From an optimization exercise on the open Yosys and OpenROAD flow, aimed at small area and few clock cycles per item; shortcuts taken in it are not production practice.
At most, simulation tests tie the RTL to the original design; equivalence was not proved.
For runs 6 and 7, only the layout was checked, not whether the RTL still works.
No activity file was given, so power comes from the tool's default toggle rates.

$ cat flow/design.v
module sha3_padder #(
  parameter int D = 256,
  parameter logic [7:0] SUFFIX = 8'h06,
  localparam int R = 1600 - 2 * D
) (
  input  logic         clk,
  input  logic         reset,
  input  logic [7:0]   in_data,
  input  logic         in_valid,
  input  logic         in_last,
  input  logic         in_empty,
  output logic         in_ready,
  output logic [R-1:0] block,
  output logic         block_valid,
  output logic         block_last,
  input  logic         block_ready
);
  localparam int NB = R / 8;
  localparam int CW = $clog2(NB);
  localparam int NH = (NB + 15) / 16;
  logic [CW-1:0] cnt, cnt_n;
  logic          full, full_n;
  logic          last_r, last_n;
  logic          sfx, sfx_n;
  logic [R-1:0]  buffer;
  logic          xfer, free, take, wr, wr_sfx, at_end;
  logic [7:0]    bus;
  logic [15:0]   dlo;
  logic [NH-1:0] dhi;
  logic [NB-1:0] wsel;
  assign xfer   = full & block_ready;
  assign free   = ~full | block_ready;
  assign take   = free & ~sfx & in_valid;
  assign at_end = (cnt == CW'(NB - 1));
  assign wr_sfx = (free & sfx) | (take & in_last & in_empty);
  assign wr     = wr_sfx | (take & ~(in_last & in_empty));
  assign bus    = wr_sfx ? SUFFIX : in_data;
  assign in_ready    = free & ~sfx & reset;
  assign block_valid = full;
  assign block_last  = last_r;
  always_comb begin
    for (int i = 0; i < 16; i++) dlo[i] = (cnt[3:0] == 4'(i));
    for (int j = 0; j < NH; j++) dhi[j] = wr & reset & (cnt[CW-1:4] == (CW-4)'(j));
    for (int k = 0; k < NB; k++) wsel[k] = dlo[k % 16] & dhi[k / 16];
  end
  always_comb begin
    cnt_n  = cnt;
    full_n = full & ~xfer;
    last_n = last_r;
    sfx_n  = sfx;
    if (free & sfx) begin
      sfx_n  = 1'b0;
      full_n = 1'b1;
      last_n = 1'b1;
      cnt_n  = '0;
    end else if (take) begin
      if (in_last & in_empty) begin
        full_n = 1'b1;
        last_n = 1'b1;
        cnt_n  = '0;
      end else begin
        if (in_last) sfx_n = 1'b1;
        if (at_end) begin
          full_n = 1'b1;
          last_n = 1'b0;
          cnt_n  = '0;
        end else begin
          cnt_n = cnt + CW'(1);
        end
      end
    end
  end
  always_ff @(posedge clk) begin
    if (!reset) begin
      cnt    <= '0;
      full   <= 1'b0;
      last_r <= 1'b0;
      sfx    <= 1'b0;
    end else begin
      cnt    <= cnt_n;
      full   <= full_n;
      last_r <= last_n;
      sfx    <= sfx_n;
    end
  end
  logic keep;
  assign keep = reset & ~xfer;
  always_ff @(posedge clk) begin
    for (int k = 0; k < NB; k++)
      buffer[8*k +: 8] <= ({8{wsel[k]}} & bus) | ({8{keep}} & buffer[8*k +: 8]);
  end
  assign block = {buffer[R-1] | last_r, buffer[R-2:0]};
endmodule
$ cat flow/flow/run.sh
#!/bin/bash
# Standard ORFS flow (the standard.sh, unchanged synthesis), with the
# port buffers made from the smallest buffer cell and the synthesized logic
# cells set to their smallest drive before placement (repair_design then
# sizes up whatever needs it).
set -o pipefail
cp standard.sh standard_sh.log
export BUFFER_PORTS_ARGS="-buffer_cell sky130_fd_sc_hd__buf_1"
export POST_FLOORPLAN_TCL="$(pwd)/flow/downsize.tcl"
bash standard.sh > flow_standard.log 2>&1
$ cat flow/flow/downsize.tcl
# Downsize every logic cell to the smallest drive of its family (same function).
set db [ord::get_db]
set block [ord::get_db_block]
set n 0
foreach inst [$block getInsts] {
  set m [[$inst getMaster] getName]
  if {[regexp {^(sky130_fd_sc_hd__[a-z0-9]+)_([0-9]+)$} $m -> base drv]} {
    if {[regexp {^sky130_fd_sc_hd__(df|edf|sdf|dl|clk|buf|tap|fill|decap|conb|diode)} $m]} { continue }
    set best $m
    set barea [[$inst getMaster] getArea]
    foreach d {0 1 2} {
      set cand ${base}_$d
      set cm [$db findMaster $cand]
      if {$cm ne "NULL" && [$cm getArea] < $barea} { set best $cand; set barea [$cm getArea] }
    }
    if {$best ne $m} {
      replace_cell [get_cells [$inst getName]] $best
      incr n
    }
  }
}
puts "downsize: replaced $n cells"
$ cat flow/standard.sh
#!/bin/bash
# synth_recipe.tcl (not shown) runs the flow's synth.tcl, then flattens the netlist and writes it again
# the make line also repeats each setting of config.mk as NAME=value (left out here)
make -C /OpenROAD-flow-scripts/flow DESIGN_CONFIG=/design/flow/config.mk WORK_HOME=/design/flow/orfs CLKGATE_MAP_FILE= SYNTH_SCRIPT=/design/flow/synth_recipe.tcl "${@:-finish}"
$ cat flow/config.mk
export PLATFORM = sky130hd
export DESIGN_NAME = sha3_padder
export DESIGN_NICKNAME = sha3_padder
export VERILOG_FILES = /design/flow/design.v
export SDC_FILE = /design/flow/constraint.sdc
export NUM_CORES = 4
export LEC_CHECK = 0
export CAP_MARGIN = 20
export CORE_MARGIN = 2
export CORE_UTILIZATION = 40
export CTS_BUF_LIST = sky130_fd_sc_hd__clkbuf_8
export CTS_CLUSTER_DIAMETER = 65
export CTS_CLUSTER_SIZE = 19
export PLACE_DENSITY = 0.85
export SLEW_MARGIN = 20
$ cat flow/constraint.sdc
create_clock -name core_clock -period 6.0 [get_ports {clk}]
set_input_delay 1.2000 -clock core_clock [delete_from_list [all_inputs] [get_ports {clk}]]
set_output_delay 1.2000 -clock core_clock [all_outputs]
set_load 0.01 [all_outputs]
==> results of run 1 <==
==> layout make-up <==
cell class | instances | area [um2]
Antenna cell | 6 | 15.01
Clock buffer | 77 | 1060
Clock inverter | 18 | 237.7
Fill cell | 9962 | 64550
Inverter | 2 | 7.507
Multi-Input combinational cell | 1320 | 10690
Sequential cell | 1099 | 22000
Tap cell | 1391 | 1740
Timing Repair Buffer | 1169 | 4820
==> metal layers <==
| metal | track usage, % | vias to the layer above | wire (um) | part of all wire [%] |
|---|---|---|---|---|
| li1 | - | 12110 | - | - |
| met1 | 27.18 | 14010 | 47980 | 38 |
| met2 | 33.27 | 1916 | 57420 | 46 |
| met3 | 5.679 | 355 | 13370 | 11 |
| met4 | 9.990 | 0 | 6085 | 4.9 |
| met5 | 0 | - | 0 | 0 |
==> cells by family after synthesis <==
| kind of cell | after synthesis | synth area share, % |
|---|---|---|
| buf+inv | 1347 | 21.78 |
| compound gates | 1100 | 22.73 |
| flops | 1099 | 52.04 |
| simple gates | 209 | 3.184 |
| xor+xnor | 7 | 0.1450 |
| fa+ha+maj | 4 | 0.1184 |
==> registers in the layout, summed over array words and instances (netlist names) <==
signal / cells
buffer: 1088
cnt: 8
sfx: 1
last_r: 1
full: 1
==> report_power, final <==
group | internal [mW] | total, mW | switching [mW]
Sequential | 7.30 | 7.31 | 0.0105
Clock | 1.31 | 3.66 | 2.35
Combinational | 0.0821 | 0.546 | 0.464
==> synthesized netlist by cell type <==
cell type	n
a32oi_1	2
dfxtp_1	1099
nor2b_1	14
buf_2	43
nor2_1	69
o31a_1	1
nand3_1	6
nor2_4	40
and2b_1	1
nor4b_1	1
and2_1	1
xnor2_1	6
nand4_2	3
xor2_1	1
or2_2	3
a22o_1	1088
o21ai_0	2
nor4b_2	1
nor3_1	3
nor2_2	41
nand4_1	6
buf_4	1092
o21a_1	1
nand2b_1	2
nand3_2	2
inv_1	2
a41o_1	1
nor3b_1	1
ha_1	4
clkbuf_1	190
a21oi_1	3
nand2_1	7
nor4_1	2
nand2_2	6
buf_1	20
a21boi_0	1
a31oi_1	1
==> through the flow <==
stage	worst slack (ns)	util [%]	instance area (um2)
2_1_floorplan	3.012	-	42280
3_3_place_gp	2.128	37.34	39250
3_5_place_dp	2.097	37.34	39250
4_1_cts	2.563	38.57	40550
5_1_grt	2.418	38.58	40560
6_report	2.540	38.59	40570
==> how the worst max path moves through the flow <==
stage,cells past startpoint,end
2_1_floorplan,3,in_ready
3_3_place_gp,4,buffer[193]$_DFF_P_
3_5_place_dp,4,buffer[193]$_DFF_P_
4_1_cts,4,in_ready
5_1_grt,4,in_ready
6_report,4,in_ready
==> critical path: stages <==
cell,delay (ns)
buf_1,0.13
nor2b_1,0.61
nor3b_1,0.13
buf_1,0.18
==> summary.md, run 1 <==
| Metric | Value |
|---|---|
| IO buf count | 1,104 |
| Crit path from | block_ready |
| GRT Residual Overflow | 0 |
| Most common cell after layout, fill and taps aside | buf_1 |
| Hold buffer count at cts | 0 |
| Maxcap violations | 0 |
| Total routed wirelength | 124.9 mm |
| Post-layout min period | 3.460 ns |
| Layout area overhead | -4.045% |
| Area leader, netlist | dfxtp_1 |
| Most frequent cells in the layout | 1,104 x buf_1, 1,099 x dfxtp_1, 1,088 x a22o_1 |
| Max Buffers Root-to-Sink | 3 |
| Non-filler cells, final | 5,082 |
| Critical R2R Capture | buffer[313]$_DFF_P_ |
| Worst hold margin | 0.4830 ns |
| Vias in the first global route | 25,780 |
| Hpwl dp | 85.24 mm |
| Layout cells sized above 1 | 4.722% |
| GRT Util Overall | 21.23% |
| Num Clock Sinks | 1,099 |
| Seq/Total Area, Yosys | 52.04% |
| Initial cell density of the core | 40.22% |
| Max VDD drop | 0.2416 mV |
| Routed length per placed instance | 24.57 um |
| Max-slew headroom | 18.66% |
| R2R setup slack | 2.97 ns |
| Root Driver | clkbuf_8 |
| Worst Reg2Reg Path Length in Cells | 6 |
| NumNets Final | 3,683 |
| RSZ-0062 raised after global routing | no |
| Ys Warns | 1 |
| Core area | 105,100 um2 |
| Setup bufs post-CTS | 0 |
| Row count | 119 |
| Pwr per Cell Area | 284.0 nW/um2 |
| Setup Viol. Count Final | 0 |
| Pin count of the biggest net entering global routing | 236 |
| Startpoint types | primary input |
| Reg-to-Reg Start | cnt[2]$_SDFFE_PP0N_ |
| Worst skew pair latency | 0.75 ns |
| Die H | 329.1 um |
| Setup CP Type | in -> out |
| Drt first pass iters | 6 |
| Reg clk slew, reported paths | 0.08 ns |
| RePlAce Congestion | 0.8537 |
| Syn Inst Count | 3,766 |
| Fmax | 289.0 MHz |
| Leak | 14.95 nW |
| Status | no timing/DRC/antenna violations |
| Post-Syn Nets | 3,784 |
| Initial antenna violation count | 9 |
| Post-CTS Resized | 0 |
| Yosys top cell area share | 52.04% |
| Hold Crit Class | reg -> reg |
| Worst hold path startpoint | buffer[1087]$_DFF_P_ |
| H-Tree Depth | 3 |
| Final hold vios | 0 |
| Io pins | 1,105 |
| Unique masters post-synth | 37 |
| Post-Syn Area | 42,280 um2 |
| Vias | 28,390 |
| Initial drt markers | 3,142 |
| Post-synthesis register bit count | 1,099 |
| Final TNS setup | 0 ns |
| Critical path arrival | 2.26 ns |
| Worst EP required | 4.80 ns |
| Placed instance count | 4,981 |
| Clock Skews | 0.07302 ns |
| Power Total | 11.52 mW |
| Tcrit/Tclk final | 57.67% |
| Syn_area_per_cell | 11.23 um2 |
| Synth area leaders | dfxtp_1 52%, a22o_1 23%, buf_4 19% |
| Tightest Pin Transition | 1.220 ns |
| Vias per Instance | 5.585 |
| Final ANT Viol Nets | 0 |
| DRC Markers | 0 |
| Max-slew violation count | 0 |
| Die X | 329.1 um |
| Crit end category | output pin |
| Max FO, Critical Path | 12 |
| Hold path cells | 1 |
| First-pass GRT wire length | 175.3 mm |
| CTS tree | built |
| CTS Buf Count | 73 |
| Die ar. | 108,300 um2 |
| Hold Path Sink | buffer[1087]$_DFF_P_ |
Testbench counts, summed over its fixed seeds: cycles 69,248, bytes 68,856.
==> run 2, diff against run 1 <==
==> flow/config.mk (replaced) <==
export PLATFORM = sky130hd
export DESIGN_NAME = sha3_padder
export DESIGN_NICKNAME = sha3_padder
export VERILOG_FILES = /design/flow/design.v
export SDC_FILE = /design/flow/constraint.sdc
export NUM_CORES = 4
export LEC_CHECK = 0
export CAP_MARGIN = 0
export CORE_MARGIN = 2
export CORE_UTILIZATION = 40
export CTS_BUF_LIST = sky130_fd_sc_hd__clkbuf_16
export CTS_CLUSTER_DIAMETER = 80
export CTS_CLUSTER_SIZE = 32
export PLACE_DENSITY = 0.85
export SLEW_MARGIN = 0
==> summary.md, run 2 <==
| Metric | Value |
|---|---|
| Hpwl dp | 85.24 mm (unchanged) |
| Worst hold margin | 0.4864 ns (+0.003395 ns) |
| GRT Util Overall | 21.09% (-0.14 points) |
| Placed instance count | 4,981 (unchanged) |
| Initial antenna violation count | 7 (-2) |
| Io pins | 1,105 (unchanged) |
| Pwr per Cell Area | 284.6 nW/um2 (+0.20%) |
| Vias per Instance | 5.614 (+0.51%) |
| Max FO, Critical Path | 12 (unchanged) |
| Main combinational cell family by area after synthesis | compound AO/OA/AOI/OAI gates |
| Area leader, netlist | dfxtp_1 |
| Synth top cells by count | 1,099 x dfxtp_1, 1,092 x buf_4, 1,088 x a22o_1 |
| Hold buffer count at cts | 0 (unchanged) |
| Setup bufs post-CTS | 0 (unchanged) |
| Setup CP Type | in -> out |
| Leak | 14.89 nW (-0.40%) |
| RePlAce Congestion | 0.8537 (unchanged) |
| Post-synthesis register bit count | 1,099 (unchanged) |
| Post-Syn Area | 42,280 um2 (unchanged) |
| Power Total | 11.53 mW (about the same) |
| Drt first pass iters | 8 (+2) |
| Most common cell after layout, fill and taps aside | buf_1 |
| EDFF count, synth | 0 (unchanged) |
| Complex-gate fraction of the synthesized area | 22.73% (unchanged) |
| Die ar. | 108,300 um2 (unchanged) |
| Die H | 329.1 um (unchanged) |
| Yosys top cell area share | 52.04% (unchanged) |
| Asr flop ratio synth | 0% (unchanged) |
| Worst Reg2Reg Path Length in Cells | 5 (-1) |
| Final ANT Viol Nets | 0 (unchanged) |
| H-Tree Depth | 2 (-1) |
| Simple-gate share of the synthesized area | 3.184% (unchanged) |
| RSZ-0062 raised after global routing | no |
| Startpoint types | primary input |
| Syn Inst Count | 3,766 (unchanged) |
| Post-Syn Nets | 3,784 (unchanged) |
| Seq/Total Area, Yosys | 52.04% (unchanged) |
| Max Buffers Root-to-Sink | 3 (unchanged) |
| Synth Area in XOR/XNOR | 0.1450% (unchanged) |
| Placed inst area | 39,250 um2 (unchanged) |
| CTS tree | built |
| Crit end category | output pin |
| Maxcap violations | 0 (unchanged) |
| Root Driver | clkbuf_16 |
| DRC Markers | 0 (unchanged) |
| Critical path arrival | 2.26 ns (about the same) |
| Max-slew violation count | 0 (unchanged) |
| Status | no timing/DRC/antenna violations |
| Post-CTS Resized | 0 (unchanged) |
| Fmax | 288.9 MHz (about the same) |
| NumNets Final | 3,652 (-0.84%) |
| Worst EP required | 4.80 ns (about the same) |
| Unique masters post-synth | 37 (unchanged) |
| Max-slew headroom | 20.31% (+1.6 points) |
| Most common cell in the synthesized netlist | dfxtp_1 |
| Tcrit/Tclk final | 57.69% (about the same) |
| Post-layout min period | 3.461 ns (+0.001130 ns) |
| Clock Skews | 0.04184 ns (-0.03118 ns) |
| Total routed wirelength | 124.8 mm (about the same) |
| Die X | 329.1 um (unchanged) |
| Initial cell density of the core | 40.22% (unchanged) |
| Num Clock Sinks | 1,099 (unchanged) |
| Most frequent cells in the layout | 1,104 x buf_1, 1,099 x dfxtp_1, 1,088 x a22o_1 |
| Max VDD drop | 0.3418 mV (+41%) |
| Syn_area_per_cell | 11.23 um2 (unchanged) |
| Largest register by flop count | buffer |
| Worst skew pair latency | 0.64 ns (-0.11 ns) |
| Pin count of the biggest net entering global routing | 236 (unchanged) |
| CTS Buf Count | 42 (-42%) |
| Non-filler cells, final | 5,036 (-0.91%) |
| Initial drt markers | 3,150 (+0.25%) |
| Post-synthesis adder-cell area fraction | 0.1184% (unchanged) |
| Reg clk slew, reported paths | 0.11 ns (+0.03 ns) |
| Fin area | 40,510 um2 (-0.14%) |
| Core area | 105,100 um2 (unchanged) |
| Ys Warns | 1 (unchanged) |
| Hold path cells | 1 (unchanged) |
| Vias | 28,270 (-0.40%) |
| Vias in the first global route | 25,390 (-1.5%) |
| Tightest Pin Transition | 1.191 ns (-0.02912 ns) |
| Ys flop type | dfxtp_1 |
| Routed length per placed instance | 24.78 um (+0.88%) |
| Setup Viol. Count Final | 0 (unchanged) |
| Layout cells sized above 1 | 3.568% (-1.2 points) |
| Layout area overhead | -4.181% |
| Largest registers | buffer: 1088 flops, cnt: 8 flops |
| Row count | 119 (unchanged) |
| IO buf count | 1,104 (unchanged) |
| Mux cell area share after synthesis | 0% (unchanged) |
| Final hold vios | 0 (unchanged) |
| Synth area leaders | dfxtp_1 52%, a22o_1 23%, buf_4 19% |
| Hold Crit Class | reg -> reg |
| First-pass GRT wire length | 174.4 mm (-0.48%) |
| Final TNS setup | 0 ns (unchanged) |
| Max reg flops | 1,088 (unchanged) |
| GRT Residual Overflow | 0 (unchanged) |
[run 2: cell counts after synthesis]
No cell type changed its count.
[run 2: kinds of logic after synthesis]
| family | count (synthesis) |
|---|---|
| flops | 1099 |
| compound gates | 1100 |
| xor+xnor | 7 |
| simple gates | 209 |
| buf+inv | 1347 |
| fa+ha+maj | 4 |
[run 2: cell type report]
class | count | area (um2)
Fill cell | 9966 | 64610
Sequential cell | 1099 | 22000
Multi-Input combinational cell | 1320 | 10680
Timing Repair Buffer | 1169 | 4820
Tap cell | 1391 | 1740
Clock buffer | 45 | 1126
Clock inverter | 8 | 128.9
Inverter | 2 | 7.507
Antenna cell | 2 | 5.005
[run 2: final timing paths]
| kind | slack (ns) | to | startpoint |
|---|---|---|---|
| max reg2reg | 3.03 | buffer[193]$_DFF_P_ | full$_SDFF_PN0_ |
| min | 0.49 | buffer[1075]$_DFF_P_ | buffer[1075]$_DFF_P_ |
| max | 2.54 | in_ready | block_ready |
| min reg2reg | 0.49 | buffer[1075]$_DFF_P_ | buffer[1075]$_DFF_P_ |
[run 2: through the flow]
step	setup WS [ns]	utilization, %
CTS	2.566	38.53
finish	2.539	38.54
floorplan	3.012	-
detailed placement	2.097	37.34
global route	2.436	38.53
global placement	2.128	37.34
[run 2: layer usage]
layer  global-route usage, %  vias to the layer above  part of all wire, %
met3                   4.812                      298                   10
met1                   27.33                    13990                   39
met2                   33.53                     1948                   46
met5                       0                        -                0.012
met4                   9.407                        2                  4.5
li1                        -                    12030                    -
[run 2: power breakdown]
group / switching [mW] / internal, mW / total (mW)
registers: 0.0106 / 7.30 / 7.32
logic: 0.462 / 0.0819 / 0.544
clock network: 2.24 / 1.43 / 3.67
total: 2.71 / 8.82 / 11.5
[run 2: critical path, stage by stage]
cell and delay, ns:
buf_1 0.13, nor2b_1 0.61, nor3b_1 0.14, buf_1 0.18
==> run 3, diff against run 2 <==
--- a/flow/config.mk
+++ b/flow/config.mk
@@ -5,11 +5,12 @@
 export SDC_FILE = /design/flow/constraint.sdc
 export NUM_CORES = 4
 export LEC_CHECK = 0
-export CAP_MARGIN = 0
+export CAP_MARGIN = 20
 export CORE_MARGIN = 2
 export CORE_UTILIZATION = 40
 export CTS_BUF_LIST = sky130_fd_sc_hd__clkbuf_16
 export CTS_CLUSTER_DIAMETER = 80
 export CTS_CLUSTER_SIZE = 32
+export GPL_TIMING_DRIVEN = 0
 export PLACE_DENSITY = 0.85
-export SLEW_MARGIN = 0
+export SLEW_MARGIN = 20
==> summary.md, run 3 <==
| Metric | Value |
|---|---|
| Max Buffers Root-to-Sink | 3 (unchanged) |
| Worst skew pair latency | 0.67 ns (+0.03 ns) |
| Clock power frac | 33.2% (+1.4 points) |
| Setup CP Type | in -> reg |
| Simple-gate share of the synthesized area | 3.184% (unchanged) |
| H-Tree Depth | 2 (unchanged) |
| Max reg flops | 1,088 (unchanged) |
| Unique masters post-synth | 37 (unchanged) |
| Pwr per Cell Area | 243.2 nW/um2 (-15%) |
| Worst hold path startpoint | buffer[724]$_DFF_P_ |
| Hpwl dp | 118.7 mm (+39%) |
| Routed length per placed instance | 25.26 um (+1.9%) |
| Mux cell area share after synthesis | 0% (unchanged) |
| Post-Syn Nets | 3,784 (unchanged) |
| RSZ-0062 raised after global routing | no |
| Worst Slack Setup Final | 2.321 ns (-0.2180 ns) |
| Most common cell in the synthesized netlist | dfxtp_1 |
| Synth area leaders | dfxtp_1 52%, a22o_1 23%, buf_4 19% |
| CTS Buf Count | 45 (+7.1%) |
| Most common cell after layout, fill and taps aside | buf_1 |
| Layout area overhead | 16.54% |
| Setup Viol. Count Final | 0 (unchanged) |
| Sequential Power Share | 61.0% (-2.5 points) |
| Die H | 329.1 um (unchanged) |
| Max VDD drop | 0.1978 mV (-42%) |
| Core area | 105,100 um2 (unchanged) |
| Seq/Total Area, Yosys | 52.04% (unchanged) |
| RePlAce Congestion | 0.9214 (+7.9%) |
| Grt met1 use | 33.24% (+5.9 points) |
| Max-slew headroom | 8.391% (-12 points) |
| Most frequent cells in the layout | 1,123 x buf_1, 1,099 x dfxtp_1, 1,092 x buf_4 |
| Num Clock Sinks | 1,099 (unchanged) |
| GRT Residual Overflow | 0 (unchanged) |
| Initial cell density of the core | 40.22% (unchanged) |
| Die X | 329.1 um (unchanged) |
| Vias per Instance | 5.387 (-4.0%) |
| Crit path from | reset |
| Ys flop type | dfxtp_1 |
| Fmax | 271.8 MHz (-5.9%) |
| Cell Int Power | 8.940 mW (+1.4%) |
| Pre-CTS setup slack | 1.876 ns (-0.2210 ns) |
| GRT Util Overall | 27.42% (+6.3 points) |
| Root Driver | clkbuf_16 |
| Final hold vios | 0 (unchanged) |
| Hold Crit Class | reg -> reg |
| Post-Syn Area | 42,280 um2 (unchanged) |
| DRC Markers | 0 (unchanged) |
| Grt peak-use layer | met2 |
| Startpoint types | primary input |
| Leak | 20.98 nW (+41%) |
| Status | no timing/DRC/antenna violations |
| Row count | 119 (unchanged) |
| Final ANT Viol Nets | 0 (unchanged) |
| First-pass GRT wire length | 219.5 mm (+26%) |
| Layout Utilization | 46.87% (+8.3 points) |
| Clock Skews | 0.05129 ns (+0.009456 ns) |
| Post-layout min period | 3.679 ns (+0.2180 ns) |
| Io pins | 1,105 (unchanged) |
| Post-synthesis register bit count | 1,099 (unchanged) |
| Maxcap violations | 0 (unchanged) |
| Initial drt markers | 3,025 (-4.0%) |
| Post-CTS Resized | 0 (unchanged) |
| Layout cells sized above 1 | 24.91% (+21 points) |
| Met2 GRT Util | 43.29% (+9.8 points) |
| Worst EP required | 6.57 ns (+1.77 ns) |
| Reg clk slew, reported paths | 0.09 ns (-0.02 ns) |
| Syn_area_per_cell | 11.23 um2 (unchanged) |
| Vias | 34,110 (+21%) |
| Die ar. | 108,300 um2 (unchanged) |
| CTS tree | built |
| Drt first pass iters | 5 (-3) |
| Largest register by flop count | buffer |
| GR Util met3 | 7.804% (+3.0 points) |
| Synth top cells by count | 1,099 x dfxtp_1, 1,092 x buf_4, 1,088 x a22o_1 |
| Combinational group share of total power | 5.7% (+1.0 points) |
| Main combinational cell family by area after synthesis | compound AO/OA/AOI/OAI gates |
| Complex-gate fraction of the synthesized area | 22.73% (unchanged) |
| Syn Inst Count | 3,766 (unchanged) |
| Pin count of the biggest net entering global routing | 33 (-86%) |
| Synth Area in XOR/XNOR | 0.1450% (unchanged) |
| Setup bufs post-CTS | 0 (unchanged) |
| EDFF count, synth | 0 (unchanged) |
| Power Total | 11.98 mW (+3.9%) |
| IO buf count | 1,104 (unchanged) |
| Hold buffer count at cts | 0 (unchanged) |
| Ys Warns | 1 (unchanged) |
| Critical path arrival | 4.25 ns (+1.99 ns) |
| Max-slew violation count | 0 (unchanged) |
| Sw power | 3.042 mW (+12%) |
| Yosys top cell area share | 52.04% (unchanged) |
| Max FO, Critical Path | 11 (-1) |
| Post-synthesis adder-cell area fraction | 0.1184% (unchanged) |
| Tightest Pin Transition | 1.374 ns (+0.1831 ns) |
| Reg-to-Reg Start | full$_SDFF_PN0_ |
| Initial antenna violation count | 10 (+3) |
| Tcrit/Tclk final | 61.32% (+3.6 points) |
| Switching Fraction | 25.39% (+1.9 points) |
| Asr flop ratio synth | 0% (unchanged) |
| Total routed wirelength | 160.0 mm (+28%) |
| Crit end category | flip-flop |
| Area leader, netlist | dfxtp_1 |
| Largest registers | buffer: 1088 flops, cnt: 8 flops |
| NumNets Final | 4,938 (+35%) |
| Placed instance count | 6,264 (+26%) |
| Non-filler cells, final | 6,332 (+26%) |
| Final TNS setup | 0 ns (unchanged) |
| Vias in the first global route | 31,770 (+25%) |
## run 3: cell counts after synthesis
Identical to the previous run, type by type.
## run 3: critical path, stage by stage
cell,delay (ns)
buf_1,0.23
a21boi_0,0.21
buf_2,0.49
clkbuf_1,0.75
clkbuf_1,1.07
a22o_1,0.29
## run 3: logic make-up (layout without fill, tap and decap cells)
| family | Yosys count | in the layout |
|---|---|---|
| other cells | 0 | 7 |
| compound gates | 1100 | 1100 |
| fa+ha+maj | 4 | 4 |
| flops | 1099 | 1099 |
| xor+xnor | 7 | 7 |
| simple gates | 209 | 209 |
| buf+inv | 1347 | 2515 |
## run 3: stage by stage
step	hold slack, ns	instance area (um2)
finish	0.4894	49270
detailed placement	0.4559	47820
global placement	0.4538	47710
CTS	0.4877	49250
floorplan	0.4408	42280
global route	0.5005	49270
## run 3: power by group through the flow
stage	registers [mW]	logic (mW)	clock network [mW]
after floorplan	7.48	0.331	0
after global placement	7.48	0.651	0
after detailed placement	7.48	0.670	0
after CTS	7.31	0.672	3.95
after global routing	7.32	0.705	4.20
final	7.32	0.688	3.98
## run 3: path summary, 6_finish.rpt
path         depth (start not counted)             endpoint  slack (ns)
max                                  6  buffer[320]$_DFF_P_        2.32
min                                  1  buffer[724]$_DFF_P_        0.49
max reg2reg                          5  buffer[320]$_DFF_P_        2.81
min reg2reg                          1  buffer[724]$_DFF_P_        0.49
## run 3: cell type report
| cell class | instances | area, um2 |
|---|---|---|
| diodes | 7 | 17.52 |
| multi-input cells | 1320 | 10680 |
| well taps | 1391 | 1740 |
| flip-flops and latches | 1099 | 22000 |
| clock buffers | 47 | 1176 |
| plain buffers | 1345 | 9213 |
| clock inverters | 14 | 252.7 |
| repair buffers | 1107 | 4189 |
| inverters | 2 | 7.507 |
| fillers | 9471 | 55840 |
## run 3: routing by layer
metal / share of wire (%) / vias up
met5: 0.0081 / -
met4: 6.9 / 2
met3: 11 / 468
met2: 45 / 2137
met1: 37 / 16850
li1: - / 14650
==> run 4, diff against run 3 <==
--- a/flow/config.mk
+++ b/flow/config.mk
@@ -11,6 +11,5 @@
 export CTS_BUF_LIST = sky130_fd_sc_hd__clkbuf_16
 export CTS_CLUSTER_DIAMETER = 80
 export CTS_CLUSTER_SIZE = 32
-export GPL_TIMING_DRIVEN = 0
 export PLACE_DENSITY = 0.85
 export SLEW_MARGIN = 20
==> summary.md, run 4 <==
| Metric | Value |
|---|---|
| Status | no timing/DRC/antenna violations |
| DRC Markers | 0 (unchanged) |
| Most common cell in the synthesized netlist | dfxtp_1 |
| Ys Warns | 1 (unchanged) |
| Setup CP Type | in -> out |
| Final ANT Viol Nets | 0 (unchanged) |
| Worst Slack Setup Final | 2.529 ns (+0.2081 ns) |
| Worst EP required | 4.80 ns (-1.77 ns) |
| Vias in the first global route | 25,390 (-20%) |
| Unique masters post-synth | 37 (unchanged) |
| Max-slew violation count | 0 (unchanged) |
| Routed length on met3 | 13.59 mm (-20%) |
| Synth top cells by count | 1,099 x dfxtp_1, 1,092 x buf_4, 1,088 x a22o_1 |
| Max reg flops | 1,088 (unchanged) |
| RSZ-0062 raised after global routing | no |
| WL met1 | 47.71 mm (-20%) |
| Post-CTS Resized | 0 (unchanged) |
| Die X | 329.1 um (unchanged) |
| Pre-CTS setup slack | 2.097 ns (+0.2210 ns) |
| Initial drt markers | 3,310 (+9.4%) |
| Vias per Instance | 5.636 (+4.6%) |
| IO buf count | 1,104 (unchanged) |
| Io pins | 1,105 (unchanged) |
| Post-layout min period | 3.471 ns (-0.2081 ns) |
| Die H | 329.1 um (unchanged) |
| Post-Syn Nets | 3,784 (unchanged) |
| Max Buffers Root-to-Sink | 3 (unchanged) |
| NumNets Final | 3,652 (-26%) |
| Layout area overhead | -4.164% |
| Layout cells sized above 1 | 3.623% (-21 points) |
| Startpoint types | primary input |
| Hpwl dp | 85.24 mm (-28%) |
| Tightest Pin Transition | 1.313 ns (-0.06120 ns) |
| Simple-gate share of the synthesized area | 3.184% (unchanged) |
| Drt first pass iters | 6 (+1) |
| H-Tree Depth | 2 (unchanged) |
| Yosys top cell area share | 52.04% (unchanged) |
| Most frequent cells in the layout | 1,104 x buf_1, 1,099 x dfxtp_1, 1,088 x a22o_1 |
| Synth Area in XOR/XNOR | 0.1450% (unchanged) |
| Setup bufs post-CTS | 0 (unchanged) |
| Crit end category | output pin |
| Num Clock Sinks | 1,099 (unchanged) |
| Tcrit/Tclk final | 57.85% (-3.5 points) |
| Largest registers | buffer: 1088 flops, cnt: 8 flops |
| FF+latch area | 22,000 um2 (unchanged) |
| First-pass GRT wire length | 174.4 mm (-21%) |
| Area of the multi-input gates | 10,690 um2 (+0.11%) |
| Pwr per Cell Area | 284.5 nW/um2 (+17%) |
| Most common cell after layout, fill and taps aside | buf_1 |
| Final TNS setup | 0 ns (unchanged) |
| Worst skew pair latency | 0.64 ns (-0.03 ns) |
| Max FO, Critical Path | 12 (+1) |
| Seq/Total Area, Yosys | 52.04% (unchanged) |
| Reg clk slew, reported paths | 0.11 ns (+0.02 ns) |
| Final hold vios | 0 (unchanged) |
| Ys flop type | dfxtp_1 |
| GRT Util Overall | 21.09% (-6.3 points) |
| Post-synthesis register bit count | 1,099 (unchanged) |
| Vias | 28,390 (-17%) |
| Max-slew headroom | 12.47% (+4.1 points) |
| Setup Viol. Count Final | 0 (unchanged) |
| Die ar. | 108,300 um2 (unchanged) |
| Top sig layer | met5 |
| Clock Skews | 0.04241 ns (-0.008885 ns) |
| Syn Inst Count | 3,766 (unchanged) |
| Fmax | 288.1 MHz (+6.0%) |
| Max VDD drop | 0.3437 mV (+74%) |
| CTS tree | built |
| RePlAce Congestion | 0.8537 (-7.3%) |
| Initial cell density of the core | 40.22% (unchanged) |
| Post-Syn Area | 42,280 um2 (unchanged) |
| Synth area leaders | dfxtp_1 52%, a22o_1 23%, buf_4 19% |
| Area leader, netlist | dfxtp_1 |
| Met2 wire len | 57.90 mm (-20%) |
| Largest register by flop count | buffer |
| Core area | 105,100 um2 (unchanged) |
| Main combinational cell family by area after synthesis | compound AO/OA/AOI/OAI gates |
| Syn_area_per_cell | 11.23 um2 (unchanged) |
| Leak | 14.89 nW (-29%) |
| Row count | 119 (unchanged) |
| Fillcell total | 9,964 (+5.2%) |
| CTS Buf Count | 42 (-6.7%) |
| Post-synthesis adder-cell area fraction | 0.1184% (unchanged) |
| Hold buffer count at cts | 0 (unchanged) |
| GRT Residual Overflow | 0 (unchanged) |
| Root Driver | clkbuf_16 |
| Total routed wirelength | 124.8 mm (-22%) |
| Routed length per placed instance | 24.77 um (-1.9%) |
| Maxcap violations | 0 (unchanged) |
| Asr flop ratio synth | 0% (unchanged) |
| Initial antenna violation count | 7 (-3) |
| Critical path arrival | 2.27 ns (-1.98 ns) |
| Hold Crit Class | reg -> reg |
| Pin count of the biggest net entering global routing | 236 (+620%) |
| Complex-gate fraction of the synthesized area | 22.73% (unchanged) |
| EDFF count, synth | 0 (unchanged) |
| Mux cell area share after synthesis | 0% (unchanged) |
[run 4: cell types whose count changed in the layout (fill, tap and decap cells not counted), sizes merged]
cell,delta
clkinvlp,-1
clkinv,-3
diode,-4
inv,-2
buf,-1093
clkbuf,-192
[run 4: cells by family (layout without fill, tap and decap cells)]
kind of cell	Yosys count	after routing
AO/OA/AOI/OAI	1100	1100
XOR/XNOR	7	7
other	0	3
adder cells (fa/ha/maj)	4	4
flip-flops	1099	1099
AND/OR/NAND/NOR	209	209
buffers and inverters	1347	1224
[run 4: cell type report]
class	count	area share (%)
Antenna cell	3	0.01853
Clock buffer	45	2.779
Clock inverter	8	0.3181
Inverter	2	0.01853
Multi-Input combinational cell	1320	26.38
Sequential cell	1099	54.30
Tap cell	1391	4.295
Timing Repair Buffer	1169	11.89
[run 4: stage by stage]
stage	utilization (%)	cells	hold WS (ns)	power (mW)	area, um2
after floorplan	-	3766	0.4408	7.807	42280
after global placement	37.34	4981	0.4532	8.006	39250
after detailed placement	37.34	4981	0.4573	8.013	39250
after CTS	38.53	5034	0.4893	11.54	40510
after global routing	38.54	5034	0.4989	11.83	40510
final	38.55	5037	0.4866	11.53	40520
[run 4: path summary, 6_finish.rpt]
check	end	slack, ns	cells past startpoint	start
worst max register to register	buffer[313]$_DFF_P_	3.05	6	cnt[2]$_SDFFE_PP0N_
worst min-delay path	buffer[1075]$_DFF_P_	0.49	1	buffer[1075]$_DFF_P_
worst max-delay path	in_ready	2.53	4	block_ready
worst min register to register	buffer[1075]$_DFF_P_	0.49	1	buffer[1075]$_DFF_P_
[run 4: where the power goes]
group	total, mW	switching [mW]	leakage [nW]	internal (mW)
sequential	7.31	0.0106	8.85	7.30
combinational	0.548	0.466	5.43	0.0821
clock	3.67	2.23	0.608	1.43
total	11.5	2.71	14.9	8.82
[run 4: layer usage]
| layer | vias up | track usage, % |
|---|---|---|
| met5 | - | 0 |
| met3 | 309 | 4.812 |
| met4 | 2 | 9.407 |
| met2 | 2049 | 33.53 |
| li1 | 12060 | - |
| met1 | 13980 | 27.33 |
[run 4: worst max-delay path, stage by stage]
cell and delay (ns):
buf_1 0.13, nor2b_1 0.61, nor3b_1 0.14, buf_1 0.18
==> run 5, diff against run 4 <==
--- a/flow/config.mk
+++ b/flow/config.mk
@@ -8,7 +8,7 @@
 export CAP_MARGIN = 20
 export CORE_MARGIN = 2
 export CORE_UTILIZATION = 40
-export CTS_BUF_LIST = sky130_fd_sc_hd__clkbuf_16
+export CTS_BUF_LIST = sky130_fd_sc_hd__clkbuf_8 sky130_fd_sc_hd__clkbuf_16
 export CTS_CLUSTER_DIAMETER = 80
 export CTS_CLUSTER_SIZE = 32
 export PLACE_DENSITY = 0.85
==> summary.md, run 5 <==
| Metric | Value |
|---|---|
| Status | no timing/DRC/antenna violations |
| Clock power frac | 31.8% (about the same) |
| FF+latch area | 22,000 um2 (unchanged) |
| Final hold vios | 0 (unchanged) |
| Num Clock Sinks | 1,099 (unchanged) |
| CP peak stage delay | 0.61 ns (about the same) |
| Drt first pass iters | 6 (unchanged) |
| RSZ-0062 raised after global routing | no |
| Most used cell, CP | buf_1 |
| Placed inst area | 39,250 um2 (unchanged) |
| CTS Buf Count | 42 (unchanged) |
| Sw power | 2.711 mW (unchanged) |
| Most common cell after layout, fill and taps aside | buf_1 |
| Worst hold margin | 0.4866 ns (unchanged) |
| NumNets Final | 3,652 (unchanged) |
| Cell Int Power | 8.818 mW (unchanged) |
| H-Tree Depth | 2 (unchanged) |
| Startpoint types | primary input |
| Largest registers | buffer: 1088 flops, cnt: 8 flops |
| EDFF count, synth | 0 (unchanged) |
| Die H | 329.1 um (unchanged) |
| GRT Util Overall | 21.09% (unchanged) |
| Pin count of the biggest net entering global routing | 236 (unchanged) |
| First-pass GRT wire length | 174.4 mm (unchanged) |
| Layout Utilization | 38.55% (unchanged) |
| Final TNS setup | 0 ns (unchanged) |
| Syn Inst Count | 3,766 (unchanged) |
| Area of the multi-input gates | 10,690 um2 (unchanged) |
| Switching Fraction | 23.51% (unchanged) |
| Post-Syn Area | 42,280 um2 (unchanged) |
| Setup bufs post-CTS | 0 (unchanged) |
| Crit end category | output pin |
| Met2 GRT Util | 33.53% (unchanged) |
| Most frequent cells in the layout | 1,104 x buf_1, 1,099 x dfxtp_1, 1,088 x a22o_1 |
| Total routed wirelength | 124.8 mm (unchanged) |
| Grt met1 use | 27.33% (unchanged) |
| Fillcell total | 9,964 (unchanged) |
| Critical path arrival | 2.27 ns (about the same) |
| Unique masters post-synth | 37 (unchanged) |
| Max VDD drop | 0.3437 mV (unchanged) |
| GRT Residual Overflow | 0 (unchanged) |
| CTS tree | built |
| Root Driver | clkbuf_16 |
| Synth top cells by count | 1,099 x dfxtp_1, 1,092 x buf_4, 1,088 x a22o_1 |
| Vias per Instance | 5.636 (unchanged) |
| Sequential Power Share | 63.4% (about the same) |
| Tightest Pin Transition | 1.313 ns (unchanged) |
| Post-layout min period | 3.471 ns (unchanged) |
| RePlAce Congestion | 0.8537 (unchanged) |
| GR Util met3 | 4.812% (unchanged) |
| Most common cell in the synthesized netlist | dfxtp_1 |
| Hold Crit Class | reg -> reg |
| IO buf count | 1,104 (unchanged) |
| Hold buffer count at cts | 0 (unchanged) |
| Fmax | 288.1 MHz (unchanged) |
| Max-slew headroom | 12.47% (unchanged) |
| Reg clk slew, reported paths | 0.11 ns (about the same) |
| Grt peak-use layer | met2 |
| Asr flop ratio synth | 0% (unchanged) |
| Syn_area_per_cell | 11.23 um2 (unchanged) |
| Max FO, Critical Path | 12 (unchanged) |
| Row count | 119 (unchanged) |
| Setup CP Type | in -> out |
| Maxcap violations | 0 (unchanged) |
| Die ar. | 108,300 um2 (unchanged) |
| Routed length per placed instance | 24.77 um (unchanged) |
| Fin area | 40,520 um2 (unchanged) |
| Clock Skews | 0.04241 ns (unchanged) |
| Initial drt markers | 3,310 (unchanged) |
| Combinational group share of total power | 4.8% (about the same) |
| Vias in the first global route | 25,390 (unchanged) |
| Worst EP required | 4.80 ns (about the same) |
| DRC Markers | 0 (unchanged) |
| Max Buffers Root-to-Sink | 3 (unchanged) |
| Die X | 329.1 um (unchanged) |
| Layout cells sized above 1 | 3.623% (unchanged) |
| Hpwl dp | 85.24 mm (unchanged) |
| Tcrit/Tclk final | 57.85% (unchanged) |
| Pwr per Cell Area | 284.5 nW/um2 (unchanged) |
| Synth area leaders | dfxtp_1 52%, a22o_1 23%, buf_4 19% |
| Post-Syn Nets | 3,784 (unchanged) |
| CP max-delay cell | nor2b_1 |
| Vias | 28,390 (unchanged) |
| Post-CTS Resized | 0 (unchanged) |
| Leak | 14.89 nW (unchanged) |
| Initial antenna violation count | 7 (unchanged) |
| Setup Viol. Count Final | 0 (unchanged) |
| Ys Warns | 1 (unchanged) |
| Layout area overhead | -4.164% (unchanged) |
| Initial cell density of the core | 40.22% (unchanged) |
| Max-slew violation count | 0 (unchanged) |
| Final ANT Viol Nets | 0 (unchanged) |
| Yosys top cell area share | 52.04% (unchanged) |
| Io pins | 1,105 (unchanged) |
| Seq/Total Area, Yosys | 52.04% (unchanged) |
| Worst skew pair latency | 0.64 ns (about the same) |
| Area leader, netlist | dfxtp_1 |
| Max reg flops | 1,088 (unchanged) |
| Ys flop type | dfxtp_1 |
| Core area | 105,100 um2 (unchanged) |
| Largest register by flop count | buffer |
| Post-synthesis register bit count | 1,099 (unchanged) |
| Critical path cell sequence | buf_1 > nor2b_1 > nor3b_1 > buf_1 |
-- run 5: power by group through the flow --
stage | combinational (mW) | clock, mW | sequential, mW
finish | 0.548 | 3.67 | 7.31
global route | 0.565 | 3.94 | 7.32
CTS | 0.532 | 3.69 | 7.31
detailed placement | 0.532 | 0 | 7.48
global placement | 0.526 | 0 | 7.48
floorplan | 0.331 | 0 | 7.48
-- run 5: layout make-up --
| class | instances | share of cell area [%] |
|---|---|---|
| diodes | 3 | 0.01853 |
| clock buffers | 45 | 2.779 |
| clock inverters | 8 | 0.3181 |
| inverters | 2 | 0.01853 |
| multi-input cells | 1320 | 26.38 |
| flip-flops and latches | 1099 | 54.30 |
| well taps | 1391 | 4.295 |
| repair buffers | 1169 | 11.89 |
-- run 5: cells by family (layout without fill, tap and decap cells) --
logic type | count (synthesis) | in the layout | synth area share (%)
other cells | 0 | 3 | 0
xor+xnor | 7 | 7 | 0.1450
buf+inv | 1347 | 1224 | 21.78
simple gates | 209 | 209 | 3.184
compound gates | 1100 | 1100 | 22.73
flops | 1099 | 1099 | 52.04
fa+ha+maj | 4 | 4 | 0.1184
-- run 5: stage by stage --
step	worst slack [ns]	std cells	power, mW
after floorplan	3.012	3766	7.807
after global placement	2.128	4981	8.006
after detailed placement	2.097	4981	8.013
after CTS	2.566	5034	11.54
after global routing	2.436	5034	11.83
final	2.529	5037	11.53
-- run 5: worst max-delay path: cells and delay by family --
family,cells,cell delay [ns]
AND/OR/NAND/NOR,2,0.75
buffers and inverters,2,0.31
-- run 5: layer usage --
metal / wire (um) / share of wire, % / vias to the layer above
li1: - / - / 12060
met1: 47710 / 38 / 13980
met2: 57900 / 46 / 2049
met3: 13590 / 11 / 309
met4: 5559 / 4.5 / 2
met5: 15 / 0.012 / -
-- run 5: final timing paths --
path / startpoint / endpoint / slack [ns] / cells past startpoint
worst max-delay path: block_ready / in_ready / 2.53 / 4
worst min-delay path: buffer[1075]$_DFF_P_ / buffer[1075]$_DFF_P_ / 0.49 / 1
worst max register to register: cnt[2]$_SDFFE_PP0N_ / buffer[313]$_DFF_P_ / 3.05 / 6
worst min register to register: buffer[1075]$_DFF_P_ / buffer[1075]$_DFF_P_ / 0.49 / 1
==> run 6, diff against run 5 <==
--- a/flow/design.v
+++ b/flow/design.v
@@ -17,7 +17,8 @@
 );
   localparam int NB = R / 8;
   localparam int CW = $clog2(NB);
-  localparam int NH = (NB + 15) / 16;
+  localparam int NG = NB / 2;           
+  localparam int NH = (NG + 15) / 16;
   logic [CW-1:0] cnt, cnt_n;
   logic          full, full_n;
   logic          last_r, last_n;
@@ -25,9 +26,10 @@
   logic [R-1:0]  buffer;
   logic          xfer, free, take, wr, wr_sfx, at_end;
   logic [7:0]    bus;
+  logic [7:0]    lane [2];
   logic [15:0]   dlo;
   logic [NH-1:0] dhi;
-  logic [NB-1:0] wsel;
+  logic [NG-1:0] wsel;
   assign xfer   = full & block_ready;
   assign free   = ~full | block_ready;
   assign take   = free & ~sfx & in_valid;
@@ -39,10 +41,12 @@
   assign block_valid = full;
   assign block_last  = last_r;
   always_comb begin
-    for (int i = 0; i < 16; i++) dlo[i] = (cnt[3:0] == 4'(i));
-    for (int j = 0; j < NH; j++) dhi[j] = wr & reset & (cnt[CW-1:4] == (CW-4)'(j));
-    for (int k = 0; k < NB; k++) wsel[k] = dlo[k % 16] & dhi[k / 16];
+    for (int i = 0; i < 16; i++) dlo[i] = (cnt[4:1] == 4'(i));
+    for (int j = 0; j < NH; j++) dhi[j] = wr & reset & (cnt[CW-1:5] == (CW-5)'(j));
+    for (int g = 0; g < NG; g++) wsel[g] = dlo[g % 16] & dhi[g / 16];
   end
+  assign lane[0] = cnt[0] ? 8'h00 : bus;
+  assign lane[1] = cnt[0] ? bus : 8'h00;
   always_comb begin
     cnt_n  = cnt;
     full_n = full & ~xfer;
@@ -87,7 +91,7 @@
   assign keep = reset & ~xfer;
   always_ff @(posedge clk) begin
     for (int k = 0; k < NB; k++)
-      buffer[8*k +: 8] <= ({8{wsel[k]}} & bus) | ({8{keep}} & buffer[8*k +: 8]);
+      buffer[8*k +: 8] <= ({8{wsel[k / 2]}} & lane[k % 2]) | ({8{keep}} & buffer[8*k +: 8]);
   end
   assign block = {buffer[R-1] | last_r, buffer[R-2:0]};
 endmodule
--- a/flow/config.mk
+++ b/flow/config.mk
@@ -8,7 +8,7 @@
 export CAP_MARGIN = 20
 export CORE_MARGIN = 2
 export CORE_UTILIZATION = 40
-export CTS_BUF_LIST = sky130_fd_sc_hd__clkbuf_8 sky130_fd_sc_hd__clkbuf_16
+export CTS_BUF_LIST = sky130_fd_sc_hd__clkbuf_16
 export CTS_CLUSTER_DIAMETER = 80
 export CTS_CLUSTER_SIZE = 32
 export PLACE_DENSITY = 0.85
==> summary.md, run 6 <==
| Metric | Value |
|---|---|
| Vias per Instance | 5.196 (-7.8%) |
| Initial cell density of the core | 40.30% (+0.077 points) |
| Initial drt markers | 3,384 (+2.2%) |
| GRT Util Overall | 22.34% (+1.2 points) |
| Hold Path Sink | buffer[404]$_DFF_P_ |
| Combinational group share of total power | 4.9% (about the same) |
| Fmax | 280.8 MHz (-2.5%) |
| Worst hold margin | 0.4557 ns (-0.03094 ns) |
| Mux cell area share after synthesis | 0% (unchanged) |
| Total routed wirelength | 132.2 mm (+5.9%) |
| CP max-delay cell | nor2b_1 |
| Startpoint types | primary input |
| Critical path arrival | 2.36 ns (+0.09 ns) |
| Area leader, netlist | dfxtp_1 |
| Max FO, Critical Path | 10 (-2) |
| H-Tree Depth | 2 (unchanged) |
| Placed instance count | 5,878 (+18%) |
| Max-slew headroom | 14.77% (+2.3 points) |
| Worst hold path startpoint | buffer[404]$_DFF_P_ |
| Drt first pass iters | 6 (unchanged) |
| First-pass GRT wire length | 181.8 mm (+4.2%) |
| EDFF count, synth | 0 (unchanged) |
| Vias | 30,910 (+8.9%) |
| Reg clk slew, reported paths | 0.11 ns (about the same) |
| Sequential Power Share | 61.8% (-1.6 points) |
| Synth area leaders | dfxtp_1 52%, buf_4 19%, o21ai_0 9.3% |
| Hold buffer count at cts | 0 (unchanged) |
| Complex-gate fraction of the synthesized area | 14.56% (-8.2 points) |
| Critical R2R Capture | buffer[329]$_DFF_P_ |
| Row count | 119 (unchanged) |
| Placed inst area | 39,140 um2 (-0.28%) |
| Fin area | 40,630 um2 (+0.28%) |
| Routed length per placed instance | 22.22 um (-10%) |
| Largest registers | buffer: 1088 flops, cnt: 8 flops |
| Syn Inst Count | 4,727 (+26%) |
| Yosys top cell area share | 51.94% (-0.10 points) |
| Post-CTS Resized | 0 (unchanged) |
| RSZ-0062 raised after global routing | no |
| DRC Markers | 0 (unchanged) |
| CTS tree | built |
| Worst skew pair latency | 0.66 ns (+0.02 ns) |
| Cell Int Power | 8.939 mW (+1.4%) |
| Most used cell, CP | buf_1 |
| Max Buffers Root-to-Sink | 3 (unchanged) |
| Pre-CTS setup slack | 1.941 ns (-0.1565 ns) |
| Simple-gate share of the synthesized area | 10.93% (+7.7 points) |
| Post-Syn Area | 42,360 um2 (+0.19%) |
| Hpwl dp | 90.50 mm (+6.2%) |
| Most common cell in the synthesized netlist | dfxtp_1 |
| Core area | 105,100 um2 (unchanged) |
| Main combinational cell family by area after synthesis | buffers and inverters |
| Io pins | 1,105 (unchanged) |
| Final TNS setup | 0 ns (unchanged) |
| Syn_area_per_cell | 8.961 um2 (-20%) |
| Hold path cells | 2 (+1) |
| Pin count of the biggest net entering global routing | 242 (+2.5%) |
| Setup bufs post-CTS | 0 (unchanged) |
| Post-Syn Nets | 4,742 (+25%) |
| Switching Fraction | 24.44% (+0.93 points) |
| Status | no timing/DRC/antenna violations |
| Power Total | 11.83 mW (+2.6%) |
| Synth Area in XOR/XNOR | 0.06203% (-0.083 points) |
| Hold Crit Class | reg -> reg |
| Final ANT Viol Nets | 0 (unchanged) |
| CTS Buf Count | 45 (+7.1%) |
| NumNets Final | 4,550 (+25%) |
| Max VDD drop | 0.2937 mV (-15%) |
| Setup Viol. Count Final | 0 (unchanged) |
| Most common cell after layout, fill and taps aside | buf_1 |
| Tightest Pin Transition | 1.278 ns (-0.03454 ns) |
| GRT Residual Overflow | 0 (unchanged) |
| Layout area overhead | -4.082% (about the same) |
| Post-synthesis adder-cell area fraction | 0.02954% (-0.089 points) |
| Post-layout min period | 3.561 ns (+0.08965 ns) |
| Root Driver | clkbuf_16 |
| Ys flop type | dfxtp_1 |
| Post-synthesis register bit count | 1,099 (unchanged) |
| Critical path cell sequence | buf_1 > nor2b_1 > nor3_1 > buf_1 |
| Maxcap violations | 0 (unchanged) |
| Non-filler cells, final | 5,949 (+18%) |
| Clock Skews | 0.03371 ns (-0.008695 ns) |
| Die H | 329.4 um (about the same) |
| Worst Slack Setup Final | 2.439 ns (-0.08965 ns) |
| Initial antenna violation count | 11 (+4) |
| Num Clock Sinks | 1,099 (unchanged) |
| Reg-to-Reg Start | full$_SDFF_PN0_ |
| Fillcell total | 10,220 (+2.6%) |
| Asr flop ratio synth | 0% (unchanged) |
| Layout cells sized above 1 | 3.166% (-0.46 points) |
| Largest register by flop count | buffer |
| RePlAce Congestion | 0.8648 (+1.3%) |
| Unique masters post-synth | 49 (+32%) |
| CP top delay family | simple AND/OR/NAND/NOR gates |
| Crit end category | output pin |
| Die ar. | 108,500 um2 (+0.19%) |
| Worst EP required | 4.80 ns (about the same) |
| CP peak stage delay | 0.71 ns (+0.10 ns) |
| Ys Warns | 2 (+1) |
| Setup CP Type | in -> out |
| Synth top cells by count | 1,099 x dfxtp_1, 1,090 x buf_4, 1,004 x nand2_1 |
| Worst Reg2Reg Path Length in Cells | 5 (-1) |
| Tcrit/Tclk final | 59.35% (+1.5 points) |
| Sw power | 2.892 mW (+6.7%) |
| R2R setup slack | 3.04 ns (about the same) |
| Die X | 329.4 um (about the same) |
| Vias in the first global route | 27,570 (+8.6%) |
| Final hold vios | 0 (unchanged) |
| Clock power frac | 33.3% (+1.5 points) |
| Pwr per Cell Area | 291.2 nW/um2 (+2.3%) |
| Layout Utilization | 38.65% (+0.11 points) |
| Max-slew violation count | 0 (unchanged) |
| Most frequent cells in the layout | 1,104 x buf_1, 1,099 x dfxtp_1, 1,024 x nand2_1 |
| Max reg flops | 1,088 (unchanged) |
| Seq/Total Area, Yosys | 51.94% (-0.10 points) |
| CP Buf/Inv Count | 2 (unchanged) |
| Leak | 13.67 nW (-8.2%) |
| IO buf count | 1,104 (unchanged) |
run 6: cell count changes after synthesis, moves of 28 or more:
cell,before,now
a22o_1,1088,144
nor2_2,41,13
clkbuf_1,190,229
o21ai_1,0,162
nand2_1,7,1004
nor2_4,40,0
o21ai_0,2,787
nor2_1,69,15
run 6: metal layers:
layer  GRT usage (%)  routed length, um  vias to the layer above  share of wire, %
met5               0                 34                        -             0.026
met4           13.71               7709                        6               5.8
met3           5.095              13000                      379               9.8
met2           36.94              62980                     1937                48
met1           26.31              48450                    14730                37
li1                -                  -                    13860                 -
run 6: area by class of cell:
cell class	instances	area [um2]	share of cell area [%]
Clock inverter	14	270.3	0.6651
Antenna cell	9	22.52	0.05543
Timing Repair Buffer	1149	4582	11.28
Clock buffer	47	1176	2.895
Tap cell	1391	1740	4.283
Multi-Input combinational cell	2237	10830	26.65
Inverter	3	11.26	0.02771
Sequential cell	1099	22000	54.15
run 6: kinds of logic (layout without fill, tap and decap cells):
kind of cell               Yosys count  in the layout
buffers and inverters             1391           1213
and+or+nand+nor                   1118           1118
AOI/OAI and AO/OA                 1115           1115
DFF                               1099           1099
xor gates and xnor gates             3              3
adders and majority gates            1              1
other                                0              9
run 6: tightest hold or removal path, stage by stage (launching register included):
cell     delay (ns)
dfxtp_1        0.32
nand2_1        0.05
o21ai_1        0.05
run 6: how the worst max path moves through the flow:
stage	start	endpoint	slack, ns	cells after the start
3_3_place_gp	in_valid	buffer[233]$_DFF_P_	2.02	6
6_report	block_ready	in_ready	2.44	4
4_1_cts	block_ready	in_ready	2.47	4
3_5_place_dp	in_valid	buffer[9]$_DFF_P_	1.94	6
5_1_grt	block_ready	in_ready	2.34	4
2_1_floorplan	block_ready	in_ready	3.16	3
run 6: power groups by stage:
| stage | Sequential (mW) | Clock (mW) | Combinational [mW] |
|---|---|---|---|
| after detailed placement | 7.48 | 0 | 0.568 |
| after floorplan | 7.47 | 0 | 0.317 |
| after global placement | 7.48 | 0 | 0.560 |
| after CTS | 7.31 | 3.95 | 0.569 |
| after global routing | 7.32 | 4.20 | 0.602 |
| final | 7.31 | 3.93 | 0.583 |
==> run 7, diff against run 6 <==
--- a/flow/design.v
+++ b/flow/design.v
@@ -17,36 +17,45 @@
 );
   localparam int NB = R / 8;
   localparam int CW = $clog2(NB);
-  localparam int NG = NB / 2;           
-  localparam int NH = (NG + 15) / 16;
+  localparam int NG = NB / 4;           
+  localparam int NH = (NG + 7) / 8;
   logic [CW-1:0] cnt, cnt_n;
   logic          full, full_n;
   logic          last_r, last_n;
   logic          sfx, sfx_n;
   logic [R-1:0]  buffer;
-  logic          xfer, free, take, wr, wr_sfx, at_end;
+  logic          xfer, free, take, wr, wr_sfx, at_end, sfx_next;
   logic [7:0]    bus;
-  logic [7:0]    lane [2];
-  logic [15:0]   dlo;
+  logic [7:0]    lane [4];
+  logic [7:0]    dlo;
   logic [NH-1:0] dhi;
   logic [NG-1:0] wsel;
   assign xfer   = full & block_ready;
   assign free   = ~full | block_ready;
   assign take   = free & ~sfx & in_valid;
   assign at_end = (cnt == CW'(NB - 1));
-  assign wr_sfx = (free & sfx) | (take & in_last & in_empty);
-  assign wr     = wr_sfx | (take & ~(in_last & in_empty));
-  assign bus    = wr_sfx ? SUFFIX : in_data;
+  assign wr_sfx   = (free & sfx) | (take & in_last & in_empty);
+  assign wr       = wr_sfx | (take & ~(in_last & in_empty));
+  assign bus      = wr_sfx ? SUFFIX : in_data;
+  assign sfx_next = take & in_last & ~in_empty & (cnt[1:0] != 2'd3);
   assign in_ready    = free & ~sfx & reset;
   assign block_valid = full;
   assign block_last  = last_r;
   always_comb begin
-    for (int i = 0; i < 16; i++) dlo[i] = (cnt[4:1] == 4'(i));
+    for (int i = 0; i < 8; i++) dlo[i] = (cnt[4:2] == 3'(i));
     for (int j = 0; j < NH; j++) dhi[j] = wr & reset & (cnt[CW-1:5] == (CW-5)'(j));
-    for (int g = 0; g < NG; g++) wsel[g] = dlo[g % 16] & dhi[g / 16];
+    for (int g = 0; g < NG; g++) wsel[g] = dlo[g % 8] & dhi[g / 8];
   end
-  assign lane[0] = cnt[0] ? 8'h00 : bus;
-  assign lane[1] = cnt[0] ? bus : 8'h00;
+  always_comb begin
+    for (int l = 0; l < 4; l++) begin
+      if (cnt[1:0] == 2'(l))
+        lane[l] = bus;
+      else if (sfx_next && cnt[1:0] == 2'(l - 1))
+        lane[l] = SUFFIX;
+      else
+        lane[l] = 8'h00;
+    end
+  end
   always_comb begin
     cnt_n  = cnt;
     full_n = full & ~xfer;
@@ -59,6 +68,10 @@
       cnt_n  = '0;
     end else if (take) begin
       if (in_last & in_empty) begin
+        full_n = 1'b1;
+        last_n = 1'b1;
+        cnt_n  = '0;
+      end else if (sfx_next) begin
         full_n = 1'b1;
         last_n = 1'b1;
         cnt_n  = '0;
@@ -91,7 +104,7 @@
   assign keep = reset & ~xfer;
   always_ff @(posedge clk) begin
     for (int k = 0; k < NB; k++)
-      buffer[8*k +: 8] <= ({8{wsel[k / 2]}} & lane[k % 2]) | ({8{keep}} & buffer[8*k +: 8]);
+      buffer[8*k +: 8] <= ({8{wsel[k / 4]}} & lane[k % 4]) | ({8{keep}} & buffer[8*k +: 8]);
   end
   assign block = {buffer[R-1] | last_r, buffer[R-2:0]};
 endmodule
==> summary.md, run 7 <==
| Metric | Value |
|---|---|
| Status | no timing/DRC/antenna violations |
| Leak | 14.57 nW (+6.6%) |
| Main combinational cell family by area after synthesis | buffers and inverters |
| CTS Buf Count | 46 (+2.2%) |
| Routed length per placed instance | 26.01 um (+17%) |
| Critical path arrival | 4.28 ns (+1.92 ns) |
| Cell Int Power | 8.924 mW (-0.17%) |
| NumNets Final | 3,920 (-14%) |
| RSZ-0062 raised after global routing | no |
| Yosys top cell area share | 51.87% (-0.072 points) |
| First-pass GRT wire length | 189.3 mm (+4.2%) |
| Post-layout min period | 3.699 ns (+0.1385 ns) |
| Post-CTS Resized | 0 (unchanged) |
| Layout Utilization | 38.76% (+0.11 points) |
| Mux cell area share after synthesis | 0% (unchanged) |
| Power Total | 11.83 mW (about the same) |
| Io pins | 1,105 (unchanged) |
| Vias per Instance | 5.576 (+7.3%) |
| Syn_area_per_cell | 10.28 um2 (+15%) |
| Most common cell in the synthesized netlist | dfxtp_1 |
| Worst EP required | 6.58 ns (+1.78 ns) |
| Max-slew headroom | 17.50% (+2.7 points) |
| Max FO, Critical Path | 35 (+25) |
| Vias | 29,600 (-4.2%) |
| CTS tree | built |
| Root Driver | clkbuf_16 |
| Layout cells sized above 1 | 4.570% (+1.4 points) |
| Total routed wirelength | 138.1 mm (+4.5%) |
| Die X | 329.7 um (about the same) |
| Max VDD drop | 0.2740 mV (-6.7%) |
| Worst Reg2Reg Path Length in Cells | 6 (+1) |
| Vias in the first global route | 27,100 (-1.7%) |
| Asr flop ratio synth | 0% (unchanged) |
| EDFF count, synth | 0 (unchanged) |
| H-Tree Depth | 2 (unchanged) |
| Ys Warns | 2 (unchanged) |
| Core area | 105,300 um2 (+0.14%) |
| Layout area overhead | -3.805% |
| Setup CP Type | in -> reg |
| Fmax | 270.3 MHz (-3.7%) |
| Simple-gate share of the synthesized area | 4.767% (-6.2 points) |
| Sw power | 2.905 mW (+0.46%) |
| Tightest Pin Transition | 1.237 ns (-0.04097 ns) |
| Row count | 119 (unchanged) |
| Synth top cells by count | 1,099 x dfxtp_1, 1,094 x buf_4, 722 x a22o_1 |
| Startpoint types | primary input |
| Tcrit/Tclk final | 61.65% (+2.3 points) |
| Most common cell after layout, fill and taps aside | buf_1 |
| Synth area leaders | dfxtp_1 52%, buf_4 19%, a22o_1 15% |
| Hold path cells | 2 (unchanged) |
| Die ar. | 108,700 um2 (+0.14%) |
| Num Clock Sinks | 1,099 (unchanged) |
| Initial antenna violation count | 3 (-8) |
| Fillcell total | 10,010 (-2.1%) |
| Syn Inst Count | 4,126 (-13%) |
| Hold buffer count at cts | 0 (unchanged) |
| Largest register by flop count | buffer |
| Post-Syn Area | 42,420 um2 (+0.14%) |
| Clock Skews | 0.04209 ns (+0.008376 ns) |
| Ys flop type | dfxtp_1 |
| Switching Fraction | 24.56% (+0.12 points) |
| Sequential Power Share | 61.8% (about the same) |
| Pwr per Cell Area | 289.9 nW/um2 (-0.44%) |
| Hold Crit Class | reg -> reg |
| Max Buffers Root-to-Sink | 3 (unchanged) |
| Maxcap violations | 0 (unchanged) |
| Reg clk slew, reported paths | 0.10 ns (about the same) |
| Final TNS setup | 0 ns (unchanged) |
| Pin count of the biggest net entering global routing | 227 (-6.2%) |
| Max reg flops | 1,088 (unchanged) |
| Clock power frac | 33.8% (+0.5 points) |
| Post-Syn Nets | 4,144 (-13%) |
| Max-slew violation count | 0 (unchanged) |
| GRT Util Overall | 23.53% (+1.2 points) |
| Seq/Total Area, Yosys | 51.87% (-0.072 points) |
| DRC Markers | 0 (unchanged) |
| Synth Area in XOR/XNOR | 0.1239% (+0.062 points) |
| Drt first pass iters | 6 (unchanged) |
| Final ANT Viol Nets | 0 (unchanged) |
| Unique masters post-synth | 46 (-6.1%) |
| GRT Residual Overflow | 0 (unchanged) |
| Initial cell density of the core | 40.30% (about the same) |
| Setup Viol. Count Final | 0 (unchanged) |
| Setup bufs post-CTS | 0 (unchanged) |
| Hpwl dp | 91.75 mm (+1.4%) |
| Initial drt markers | 3,807 (+13%) |
| Largest registers | buffer: 1088 flops, cnt: 8 flops |
| Area leader, netlist | dfxtp_1 |
| IO buf count | 1,104 (unchanged) |
| Die H | 329.7 um (about the same) |
| Most frequent cells in the layout | 1,104 x buf_1, 1,099 x dfxtp_1, 720 x a22o_1 |
| Complex-gate fraction of the synthesized area | 20.24% (+5.7 points) |
| Crit end category | flip-flop |
| Final hold vios | 0 (unchanged) |
| RePlAce Congestion | 0.8639 (-0.10%) |
| Worst skew pair latency | 0.65 ns (about the same) |
| Post-synthesis register bit count | 1,099 (unchanged) |
| Combinational group share of total power | 4.4% (-0.5 points) |
| Post-synthesis adder-cell area fraction | 0.1180% (+0.088 points) |
run 7: cell count changes after synthesis, moves of 11 or more:
cell	before	now
a22o_1	144	722
a32o_1	0	48
and3_1	0	28
buf_2	40	170
buf_6	20	0
clkbuf_1	229	157
nand2_1	1004	337
nand2_4	20	0
nor2_1	15	26
o21ai_0	787	324
o21ai_1	162	0
run 7: through the flow:
stage                     std cells  cell area, um2  hold slack [ns]  worst slack [ns]
final                          5309           40810           0.4609             2.301
after detailed placement       5242           39270           0.4399             1.725
after CTS                      5305           40740           0.4654             2.424
after global placement         5240           39230           0.4332             1.794
after global routing           5308           40800           0.4866             2.229
after floorplan                4126           42420           0.4263             3.014
run 7: cell type report:
class / instances / area [um2] / share of cell area, %
clock inverters: 14 / 249.0 / 0.6102
multi-input cells: 1591 / 10880 / 26.67
diodes: 1 / 2.502 / 0.006133
well taps: 1391 / 1740 / 4.265
inverters: 4 / 15.01 / 0.03680
clock buffers: 49 / 1226 / 3.005
repair buffers: 1160 / 4688 / 11.49
flip-flops and latches: 1099 / 22000 / 53.92
run 7: per-layer routing:
layer / share of wire [%] / vias up / GRT usage [%]
met5: 0.020 / - / 0
met4: 5.4 / 4 / 12.56
met3: 11 / 386 / 6.720
met2: 47 / 2067 / 38.81
met1: 36 / 14480 / 27.69
li1: - / 12660 / -
run 7: path summary, 6_finish.rpt:
kind | startpoint | endpoint | slack [ns]
worst max-delay path | block_ready | buffer[1022]$_DFF_P_ | 2.30
worst min-delay path | buffer[569]$_DFF_P_ | buffer[569]$_DFF_P_ | 0.46
worst max register to register | cnt[0]$_SDFFE_PP0P_ | buffer[842]$_DFF_P_ | 2.45
worst min register to register | buffer[569]$_DFF_P_ | buffer[569]$_DFF_P_ | 0.46
run 7: kinds of logic after synthesis:
| logic type | count (synthesis) |
|---|---|
| buffers and inverters | 1436 |
| AOI/OAI and AO/OA | 1116 |
| DFF | 1099 |
| and+or+nand+nor | 465 |
| xor gates and xnor gates | 6 |
| adders and majority gates | 4 |
run 7: power groups by stage:
stage               combinational [mW]  sequential (mW)  clock (mW)
finish                           0.523             7.31        4.00
CTS                              0.511             7.31        4.00
global route                     0.539             7.31        4.24
detailed placement               0.510             7.48           0
global placement                 0.501             7.47           0
floorplan                        0.293             7.47           0
run 7: critical path: stages:
cell	delay [ns]
buf_1	0.13
nor2b_1	0.64
or2_1	0.85
and3_2	1.13
a22o_1	0.26

==> re-timing with driven ports <==
How much do the figures lean on ideal ports? The routed layouts below were timed once more, with nothing changed but the port constraints.
Step 1: set_driving_cell puts a clkbuf_16 on clk and a buf_2 on each other input, an assumption about the parent block.
Step 2 times the ports against the registers' clock, not the clock port: input delays grow and output delays shrink by t, the midpoint of the rising clock arrivals with the driver on.
a / b / c = ideal / step 1 / step 2; a / b = the first two.
| run | t (ns) | setup slack, ns | worst setup path at the end | slew at the worst register clock pin (ns) | worst slew at a driven data input, ns |
|---|---|---|---|---|---|
| run 1 | 0.787 | 2.540 / 2.497 / 2.020 | input to register | 0.12 / 0.12 | 0.08 |
| run 2 | 0.696 | 2.539 / 2.495 / 2.039 | input to register | 0.12 / 0.12 | 0.08 |
| run 3 | 0.720 | 2.321 / 2.312 / 1.592 | input to register | 0.12 / 0.12 | 0.09 |
| run 4 | 0.696 | 2.529 / 2.486 / 2.053 | input to register | 0.12 / 0.12 | 0.08 |
| run 5 | 0.696 | 2.529 / 2.486 / 2.053 | input to register | 0.12 / 0.12 | 0.08 |
| run 6 | 0.706 | 2.439 / 2.273 / 1.895 | input to register | 0.12 / 0.12 | 0.27 |
| run 7 | 0.700 | 2.301 / 2.329 / 1.629 | input to register | 0.12 / 0.12 | 0.09 |
After both steps setup and hold are still met in every run listed. The setup slack of run 3, which loses most, moves by -0.009 ns with the drivers and by -0.729 ns with both steps.
